Background: an optimization exercise with open tools, aiming at small area. Do not read the settings as production practice.
Only the layout flow was run in this run; the RTL was not checked for function there.
No activity file was given, so power comes from the tool's default toggle rates.

--- flow/config.mk ---
export PLATFORM = sky130hd
export DESIGN_NAME = mips_cpu
export DESIGN_NICKNAME = mips_cpu
export VERILOG_FILES = /design/flow/design.v
export SDC_FILE = /design/flow/constraint.sdc
export NUM_CORES = 4
export LEC_CHECK = 0
export CAP_MARGIN = 20
export CORE_MARGIN = 2
export CORE_UTILIZATION = 50
export CTS_BUF_LIST = sky130_fd_sc_hd__clkbuf_16
export CTS_CLUSTER_DIAMETER = 100
export CTS_CLUSTER_SIZE = 20
export GPL_TIMING_DRIVEN = 0
export PLACE_DENSITY = 0.6
export SLEW_MARGIN = 20
export SYNTH_HIERARCHICAL = 1
--- flow/design.v ---
`timescale 1ns/1ps
`default_nettype none
module regfile (
    input  logic        clk,
    input  logic        arst_n_i,
    input  logic [4:0]  rs_addr_i,
    input  logic [4:0]  rt_addr_i,
    input  logic        wr_en_i,
    input  logic [4:0]  wr_addr_i,
    input  logic [31:0] wr_data_i,
    input  logic        byp_rs_i,
    input  logic        byp_rt_i,
    input  logic [31:0] byp_data_i,
    output logic [31:0] rs_data_o,
    output logic [31:0] rt_data_o
);
    logic [31:0] regs [1:31];
    logic [31:1] valid;
    logic [31:1] we;
    logic [31:1] sel_rs;
    logic [31:1] sel_rt;
    always_comb begin
        for (int i = 1; i < 32; i++) begin
            we[i]     = wr_en_i && wr_addr_i == i[4:0];
            sel_rs[i] = valid[i] && !byp_rs_i && rs_addr_i == i[4:0];
            sel_rt[i] = valid[i] && !byp_rt_i && rt_addr_i == i[4:0];
        end
    end
    for (genvar b = 0; b < 32; b++) begin : g_bit
        logic [10:0] grp_rs;
        logic [10:0] grp_rt;
        for (genvar k = 0; k < 10; k++) begin : g_grp
            rf_aoi3 u_rs (
                .s0_i (sel_rs[3*k+1]), .d0_i (regs[3*k+1][b]),
                .s1_i (sel_rs[3*k+2]), .d1_i (regs[3*k+2][b]),
                .s2_i (sel_rs[3*k+3]), .d2_i (regs[3*k+3][b]),
                .y_o  (grp_rs[k])
            );
            rf_aoi3 u_rt (
                .s0_i (sel_rt[3*k+1]), .d0_i (regs[3*k+1][b]),
                .s1_i (sel_rt[3*k+2]), .d1_i (regs[3*k+2][b]),
                .s2_i (sel_rt[3*k+3]), .d2_i (regs[3*k+3][b]),
                .y_o  (grp_rt[k])
            );
        end
        assign grp_rs[10]   = !((sel_rs[31] && regs[31][b]) || (byp_rs_i && byp_data_i[b]));
        assign grp_rt[10]   = !((sel_rt[31] && regs[31][b]) || (byp_rt_i && byp_data_i[b]));
        assign rs_data_o[b] = !(&grp_rs);
        assign rt_data_o[b] = !(&grp_rt);
    end
    always_ff @(posedge clk or negedge arst_n_i) begin
        if (!arst_n_i) begin
            valid <= '0;
        end else begin
            valid <= valid | we;
        end
    end
    always_ff @(posedge clk) begin
        for (int i = 1; i < 32; i++) begin
            if (we[i]) regs[i] <= wr_data_i;
        end
    end
endmodule
module rf_aoi3 (
    input  logic s0_i,
    input  logic d0_i,
    input  logic s1_i,
    input  logic d1_i,
    input  logic s2_i,
    input  logic d2_i,
    output logic y_o
);
    assign y_o = !((s0_i && d0_i) || (s1_i && d1_i) || (s2_i && d2_i));
endmodule
`default_nettype wire
`timescale 1ns/1ps
`default_nettype none
module mips_cpu (
    input  logic        clk,
    input  logic        arst_n_i,
    input  logic [31:0] rom_data_i,
    output logic [31:0] rom_addr_o,
    output logic        rom_en_o,
    input  logic [31:0] ram_data_i,
    output logic        ram_en_o,
    output logic        ram_wr_en_o,
    output logic [31:0] ram_addr_o,
    output logic [31:0] ram_data_o
);
    localparam logic [3:0] C_NOP  = 4'h0;
    localparam logic [3:0] C_ADDU = 4'h1;
    localparam logic [3:0] C_SW   = 4'h2;
    localparam logic [3:0] C_SUBU = 4'h3;
    localparam logic [3:0] C_AND  = 4'h4;
    localparam logic [3:0] C_OR   = 4'h5;
    localparam logic [3:0] C_XOR  = 4'h6;
    localparam logic [3:0] C_NOR  = 4'h7;
    localparam logic [3:0] C_LW   = 4'h8;
    localparam logic [3:0] C_ADDI = 4'h9;
    localparam logic [3:0] C_SLT  = 4'ha;
    localparam logic [3:0] C_SLTU = 4'hb;
    localparam logic [3:0] C_ANDI = 4'hc;
    localparam logic [3:0] C_ORI  = 4'hd;
    localparam logic [3:0] C_XORI = 4'he;
    localparam logic [3:0] C_LUI  = 4'hf;
    logic        stall;
    logic        advance;
    logic [31:2] pc_q;
    logic [3:0]  cls;
    assign rom_addr_o = {pc_q, 2'b00};
    assign advance    = rom_en_o && !stall;
    always_comb begin
        cls = C_NOP;
        case (rom_data_i[31:26])
            6'h00: case (rom_data_i[5:0])
                6'h21, 6'h23, 6'h24, 6'h25, 6'h26, 6'h27, 6'h2a, 6'h2b: cls = rom_data_i[3:0];
                default: cls = C_NOP;
            endcase
            6'h09, 6'h0c, 6'h0d, 6'h0e, 6'h0f: cls = rom_data_i[29:26];
            6'h23: cls = C_LW;
            6'h2b: cls = C_SW;
            default: cls = C_NOP;
        endcase
    end
    logic [3:0]  id_cls;
    logic [4:0]  id_rs;
    logic [4:0]  id_rt;
    logic [15:0] id_imm;
    always_ff @(posedge clk or negedge arst_n_i) begin
        if (!arst_n_i) begin
            rom_en_o <= 1'b0;
            pc_q     <= '0;
            id_cls   <= C_NOP;
        end else begin
            rom_en_o <= 1'b1;
            if (advance) begin
                pc_q   <= pc_q + 30'd1;
                id_cls <= cls;
            end
        end
    end
    always_ff @(posedge clk) begin
        if (advance) begin
            id_rs  <= rom_data_i[25:21];
            id_rt  <= rom_data_i[20:16];
            id_imm <= rom_data_i[15:0];
        end
    end
    logic       id_uses_rs;
    logic       id_uses_rt;
    logic [3:0] ex_cls;
    logic [4:0] ex_rs;
    logic [4:0] ex_rt;
    logic [15:0] ex_imm;
    logic        ex_fwd_rs;
    logic        ex_fwd_rt;
    logic        ex_wr_en;
    logic [4:0]  ex_wr_addr;
    always_comb begin
        case (id_cls)
            C_NOP, C_LUI: id_uses_rs = 1'b0;
            default:      id_uses_rs = 1'b1;
        endcase
        case (id_cls)
            C_ADDU, C_SUBU, C_AND, C_OR, C_XOR, C_NOR, C_SLT, C_SLTU, C_SW: id_uses_rt = 1'b1;
            default: id_uses_rt = 1'b0;
        endcase
    end
    assign stall = ex_cls == C_LW && ex_rt != 5'd0 &&
                   ((id_uses_rs && id_rs == ex_rt) || (id_uses_rt && id_rt == ex_rt));
    always_ff @(posedge clk or negedge arst_n_i) begin
        if (!arst_n_i) begin
            ex_cls <= C_NOP;
        end else begin
            ex_cls <= stall ? C_NOP : id_cls;
        end
    end
    always_ff @(posedge clk) begin
        ex_rs     <= id_rs;
        ex_rt     <= id_rt;
        ex_imm    <= id_imm;
        ex_fwd_rs <= ex_wr_en && ex_wr_addr == id_rs;
        ex_fwd_rt <= ex_wr_en && ex_wr_addr == id_rt;
    end
    logic        mem_wr_en;
    logic        mem_is_load;
    logic        mem_is_store;
    logic [4:0]  mem_wr_addr;
    logic [31:0] mem_result;
    logic [31:0] mem_st_data;
    logic [31:0] wb_data;
    logic        is_rtype;
    logic [31:0] rs_val;
    logic [31:0] rt_val;
    logic [31:0] op_b;
    logic        sub;
    logic [33:0] sum_ext;
    logic [31:0] sum;
    logic        lt_s;
    logic        lt_u;
    logic [31:0] result;
    regfile u_regfile (
        .clk       (clk),
        .arst_n_i  (arst_n_i),
        .rs_addr_i (ex_rs),
        .rt_addr_i (ex_rt),
        .wr_en_i   (mem_wr_en),
        .wr_addr_i (mem_wr_addr),
        .wr_data_i (wb_data),
        .byp_rs_i  (ex_fwd_rs),
        .byp_rt_i  (ex_fwd_rt),
        .byp_data_i(wb_data),
        .rs_data_o (rs_val),
        .rt_data_o (rt_val)
    );
    always_comb begin
        case (ex_cls)
            C_ADDU, C_SUBU, C_AND, C_OR, C_XOR, C_NOR, C_SLT, C_SLTU: is_rtype = 1'b1;
            default: is_rtype = 1'b0;
        endcase
        case (ex_cls)
            C_SUBU, C_SLT, C_SLTU: sub = 1'b1;
            default:               sub = 1'b0;
        endcase
        case (ex_cls)
            C_ANDI, C_ORI, C_XORI: op_b = {16'h0000, ex_imm};
            default: op_b = is_rtype ? rt_val : {{16{ex_imm[15]}}, ex_imm};
        endcase
    end
    assign sum_ext = {1'b0, rs_val, 1'b1} + {1'b0, op_b ^ {32{sub}}, sub};
    assign sum     = sum_ext[32:1];
    assign lt_u    = !sum_ext[33];
    assign lt_s    = (rs_val[31] ^ op_b[31]) ? rs_val[31] : sum[31];
    always_comb begin
        case (ex_cls)
            C_AND, C_ANDI: result = rs_val & op_b;
            C_OR, C_ORI:   result = rs_val | op_b;
            C_XOR, C_XORI: result = rs_val ^ op_b;
            C_NOR:         result = ~(rs_val | op_b);
            C_SLT:         result = {31'b0, lt_s};
            C_SLTU:        result = {31'b0, lt_u};
            C_LUI:         result = {ex_imm, 16'h0000};
            default:       result = sum;
        endcase
    end
    assign ex_wr_addr = is_rtype ? ex_imm[15:11] : ex_rt;
    assign ex_wr_en   = !(ex_cls == C_NOP || ex_cls == C_SW) && ex_wr_addr != 5'd0;
    always_ff @(posedge clk or negedge arst_n_i) begin
        if (!arst_n_i) begin
            mem_wr_en    <= 1'b0;
            mem_is_load  <= 1'b0;
            mem_is_store <= 1'b0;
        end else begin
            mem_wr_en    <= ex_wr_en;
            mem_is_load  <= ex_cls == C_LW;
            mem_is_store <= ex_cls == C_SW;
        end
    end
    always_ff @(posedge clk) begin
        mem_wr_addr <= ex_wr_addr;
        mem_result  <= result;
        mem_st_data <= rt_val;
    end
    assign wb_data = mem_is_load ? ram_data_i : mem_result;
    assign ram_en_o    = mem_is_load || mem_is_store;
    assign ram_wr_en_o = mem_is_store;
    assign ram_addr_o  = mem_result;
    assign ram_data_o  = mem_st_data;
endmodule
`default_nettype wire
--- flow/run.sh ---
#!/bin/bash
# synth_recipe.tcl (not shown) runs the flow's synth.tcl, then flattens the netlist and writes it again
# the make line also repeats each setting of config.mk as NAME=value (left out here)
make -C /OpenROAD-flow-scripts/flow DESIGN_CONFIG=/design/flow/config.mk WORK_HOME=/design/flow/orfs CLKGATE_MAP_FILE= SYNTH_SCRIPT=/design/flow/synth_recipe.tcl finish
--- flow/constraint.sdc ---
create_clock -name core_clock -period 6.0 [get_ports {clk}]
set_input_delay 1.2000 -clock core_clock [delete_from_list [all_inputs] [get_ports {clk}]]
set_output_delay 1.2000 -clock core_clock [all_outputs]
set_load 0.01 [all_outputs]
==> metrics list <==
- Entering global routing, the biggest net connects 41 pins.
* Total congestion overflow: 0
- Via density per instance: 7.79
- Met3 usage: 10.7%
- Setup violations remaining at the end of the flow were counted as 2.
- Number of enable flip-flop cells after synthesis: between 1000 and 1500
- Maximum resistive drop on vdd: between 200 and 250 uV
- Total wire length: slightly below 200000 um
- STA classifies the critical path endpoint as a flop.
* Fin crit share: 102%
- At the pin with the least slew margin, the transition time is 1.23 ns.
* Share of final-layout standard cells stronger than drive strength 1: 12.6%
* Area of the mapped netlist: 50100 um^2
- Layout Nets: ~3800
- Die Span Y: about 320 um
* Multiplexer share of the synthesized area: about 1.3%
- Detailed placement ended at an HPWL of ~130000 um.
- Main combinational cell family by area after synthesis: compound AO/OA/AOI/OAI gates
* Number of levels in the clock H-tree: 3
* Post-route clock skew: 0.0247 ns
- Layout overhead on the synthesized area: 17.1%
- WL per Instance: between 40 and 50 um
- STA classifies the critical path startpoint as a flop.
- Counting every instance in the synthesized netlist gives approximately 3200.
- The flow ran to the end, but the layout failed its checks.
- The largest total area in the synthesized netlist belongs to sky130_fd_sc_hd__edfxtp_1.
- CP Data Required Time: around 6.5 ns
- Clock latency on the worst-skew pair, taken at its later pin, is between 0.6 and 0.7 ns.
- Most utilized layer in the global route result: met2
- Fin. max-slew vios: 0
- For this design, the sink count on the clock tree is between 1000 and 1500.
- In this run, synthesis produced a sequential element count of 1188.
* Area enclosed by the die boundary: 103000 um^2
* Number of buffers inserted by hold repair at cts: 0
- I/O pin count: 165
- Top cell type's share of synthesized area: around three fifths
- The worst setup path is of the flop to flop kind.
- In this run the register-to-register setup slack is -0.09 ns.
- For this block, the via count after detailed routing is a little under 40000.
* Met2 Usage GRT: 55.5%
- Setup repair after global routing missed its margin: yes
- CTS max path bufs: 3
- Max Freq: roughly 0.16 GHz
* Cell Rows: between 100 and 150
- Power spread over the standard cell area amounts to roughly 330 nW/um^2.
- Of the total synthesized cell area, the portion taken by AND, OR, NAND and NOR gates is approximately 6.8%.
- In the layout the commonest cells are sky130_fd_sc_hd__edfxtp_1, sky130_fd_sc_hd__a222oi_1, sky130_fd_sc_hd__clkdlybuf4s50_1.
* Count of synthesis-stage warnings from yosys: 10
- First-pass GRT wire length: ~270000 um
- Fin Setup TNS: -0.137 ns
- Most frequent standard cell in the layout excluding fill and tap cells: sky130_fd_sc_hd__edfxtp_1
- Die outline width: roughly 320 um
- Critical path data arrival time: between 6 and 7 ns
* Clock tree root buffer cell: sky130_fd_sc_hd__clkbuf_16
- The worst path in the final design needs a cycle of between 6 and 7 ns, including I/O delays and setup.
* Tightest Hold Check Type: flop to flop
* Share of flip-flops with an asynchronous set or reset after synthesis: 6.14%
- Standby leakage power: between 15 and 20 nW
* Met1 usage in global routing: slightly below 50%
- Max-cap violation count: 0
- Headroom to the max-slew limit came out at between 10% and 20%.
- Summing the areas of all compound-gate instances in the mapped netlist gives around 18% of the synthesized area.
- TritonCTS built the clock tree.
- Core region area: 99700 um^2
- Clock-pin slew was measured on the worst setup and hold paths at about 0.080 ns.
- In this run the mean area of a mapped cell was approximately 16 um^2.
* Endpoint of the most critical register-to-register path: mem_result[29]
- The final number of hold-violating endpoints came to 0.
- The worst hold path passes through 0 cells.
- Count of buffers from port buffering: roughly 160
- Dominant synthesized flop cell: sky130_fd_sc_hd__edfxtp_1
- Global Route Usage Sum: 37.6%
- Count of cells along the worst register-to-register path: 19
- The via count of the first global-routing pass came to between 30000 and 40000.
- Once routing completed, OpenROAD measured the worst setup slack at -0.0929 ns.
- Beginning of the worst register-to-register path: ex_fwd_rs
* Iteration-0 DRC Markers: around 10000
- The initial antenna violation count was 7.
- Sequential share of the synthesized area: slightly below 70%
* Synth cell types: 77
* Number of DRC violations after detailed routing: 0
- Clock tree synthesis inserted a total of 70 buffers.
- The detail route stage leaves a number of antenna-violating nets equal to 0.
- In this run the most critical hold path is launched from id_imm[13].
- Fin util: between 50% and 60%
- For hold timing, the worst endpoint is ex_imm[13].
- GP Congestion: 0.948
- The first TritonRoute pass finished after 14 iterations.
- The synthesized netlist devotes 2.45% of its cell area to adder and majority cells.
* Fill cell total of the finished layout: around 7600
* Biggest area contributors in the synthesized netlist: sky130_fd_sc_hd__edfxtp_1, sky130_fd_sc_hd__a222oi_1, sky130_fd_sc_hd__dfxtp_1
* Fraction of synthesized cell area in xor and xnor cells: under 10%
- Highest fanout seen on the critical path: 19
- Reasons for failing layout checks: setup timing
* Initial Utilization: approximately half
## flip-flops by register name, summed over array words and instances (netlist names), 16 cells and up
register         cells
pc_q                30
mem_st_data         32
ex_imm              16
id_imm              16
u_regfile.valid     31
mem_result          32
u_regfile.regs     992
## where the power goes
group,leakage (nW),internal (mW),switching [mW],total (mW)
Sequential,10.9,10.3,0.271,10.6
Combinational,7.87,1.22,2.79,4.01
Clock,1.17,2.28,2.76,5.04
Total,20.0,13.8,5.82,19.6
## layer usage
layer / vias to the layer above / wire (um)
li1: 15200 / -
met1: 19100 / 68200
met2: 3588 / 84900
met3: 611 / 30800
met4: 2 / 14300
met5: - / 46
## stage by stage
step | power, mW | instances | cell area [um^2] | setup slack (ns) | hold WS (ns)
6_report | 19.6 | 4943 | 58600 | -0.0929 | 0.346
5_1_grt | 20.1 | 4940 | 58600 | -0.0818 | 0.359
4_1_cts | 19.5 | 4923 | 58300 | 0.0126 | 0.347
3_5_place_dp | 14.5 | 4792 | 56000 | -1.32 | 0.327
3_3_place_gp | 14.3 | 4664 | 53300 | -5.03 | 0.325
2_1_floorplan | 12.6 | 3204 | 50100 | 0.311 | 0.323
## layout make-up
class	instances	area (um^2)	share of cell area, %
clock buffers	75	1880	3.20
repair buffers	319	4200	7.16
multi-input cells	1867	15700	26.7
flip-flops and latches	1188	34300	58.6
well taps	1298	1620	2.77
clock inverters	48	221	0.378
plain buffers	63	372	0.634
diodes	3	7.51	0.0128
inverters	82	308	0.525
## critical path: stages (launching register included)
cell,delay (ns)
sky130_fd_sc_hd__dfxtp_1,0.37
sky130_fd_sc_hd__buf_2,0.54
sky130_fd_sc_hd__nand3b_1,0.38
sky130_fd_sc_hd__nor3_2,0.19
sky130_fd_sc_hd__buf_4,0.24
sky130_fd_sc_hd__buf_6,0.15
sky130_fd_sc_hd__a222oi_1,0.35
sky130_fd_sc_hd__nand4_1,0.45
sky130_fd_sc_hd__a2111o_1,0.54
sky130_fd_sc_hd__ha_1,0.32
sky130_fd_sc_hd__buf_2,0.17
sky130_fd_sc_hd__a211oi_1,0.24
sky130_fd_sc_hd__nor2_1,0.11
sky130_fd_sc_hd__o41ai_2,0.36
sky130_fd_sc_hd__a2bb2oi_2,0.20
sky130_fd_sc_hd__a2111o_1,0.21
sky130_fd_sc_hd__o21ai_4,0.11
sky130_fd_sc_hd__a221oi_2,0.29
sky130_fd_sc_hd__xor2_1,0.12
sky130_fd_sc_hd__o211ai_1,0.57
## Yosys stat by module (local to each module, per instance)
module | cells inside | times used
regfile | 1547 | 1
mips_cpu | 1016 | 1
rf_aoi3 | 1 | 640
## Yosys cell counts, drive strengths merged (40+ instances only)
cell type / instances
nand2: 132
a21oi: 68
o21ai: 44
nand3: 86
nand4: 141
nor2: 104
dfxtp: 97
inv: 82
edfxtp: 1018
and3: 67
xor2: 52
a222oi: 653
clkbuf: 40
xnor2: 58
dfrtp: 73
ha: 98
a2111o: 65
## cells by family after synthesis
family | count (synthesis)
AO/OA/AOI/OAI | 947
other | 2
adder cells (fa/ha/maj) | 98
buffers and inverters | 149
flip-flops | 1188
XOR/XNOR | 110
multiplexers | 61
AND/OR/NAND/NOR | 648
## worst max path at each step
stage	cells after the start	slack [ns]	startpoint	end
global route	23	-0.08	ex_rt[1]	mem_result[29]
floorplan	20	0.31	ex_fwd_rt	mem_result[31]
global placement	18	-5.03	ex_fwd_rt	mem_result[31]
finish	19	-0.09	ex_fwd_rs	mem_result[29]
detailed placement	22	-1.32	ex_fwd_rt	mem_result[29]
CTS	21	0.01	ex_rt[2]	mem_result[26]
## timing repair
item	4_1_cts	5_1_grt
pin swaps	16	22
gates resized for setup	31	40
endpoints found under the setup margin	28	16
endpoints found under the hold margin	0	0
setup buffers	11	17

[static timing again, ports no longer ideal]
In the flow no input, the clock included, has a driving cell. The finished layout below was timed again as built, in two steps. Step 1 (the two cells are an assumption about what drives the block):
set clk [get_ports {clk}]
set_driving_cell -lib_cell sky130_fd_sc_hd__clkbuf_16 $clk
set_driving_cell -lib_cell sky130_fd_sc_hd__buf_2 [delete_from_list [all_inputs] $clk]
Step 2 also shifts input and output timing later by t, the mid clock arrival at the registers, as if the neighbouring blocks saw the same clock. a / b / c = no drivers / after step 1 / after step 2; a / b = the first two.
t, ns: 0.750
setup WS [ns]: -0.093 / -0.093 / -0.218
worst setup path at the end: input to register
worst register clock-pin slew, ns: 0.09 / 0.09
The setup slack of this run moves by 0.000 ns with the drivers and by -0.125 ns with both steps.
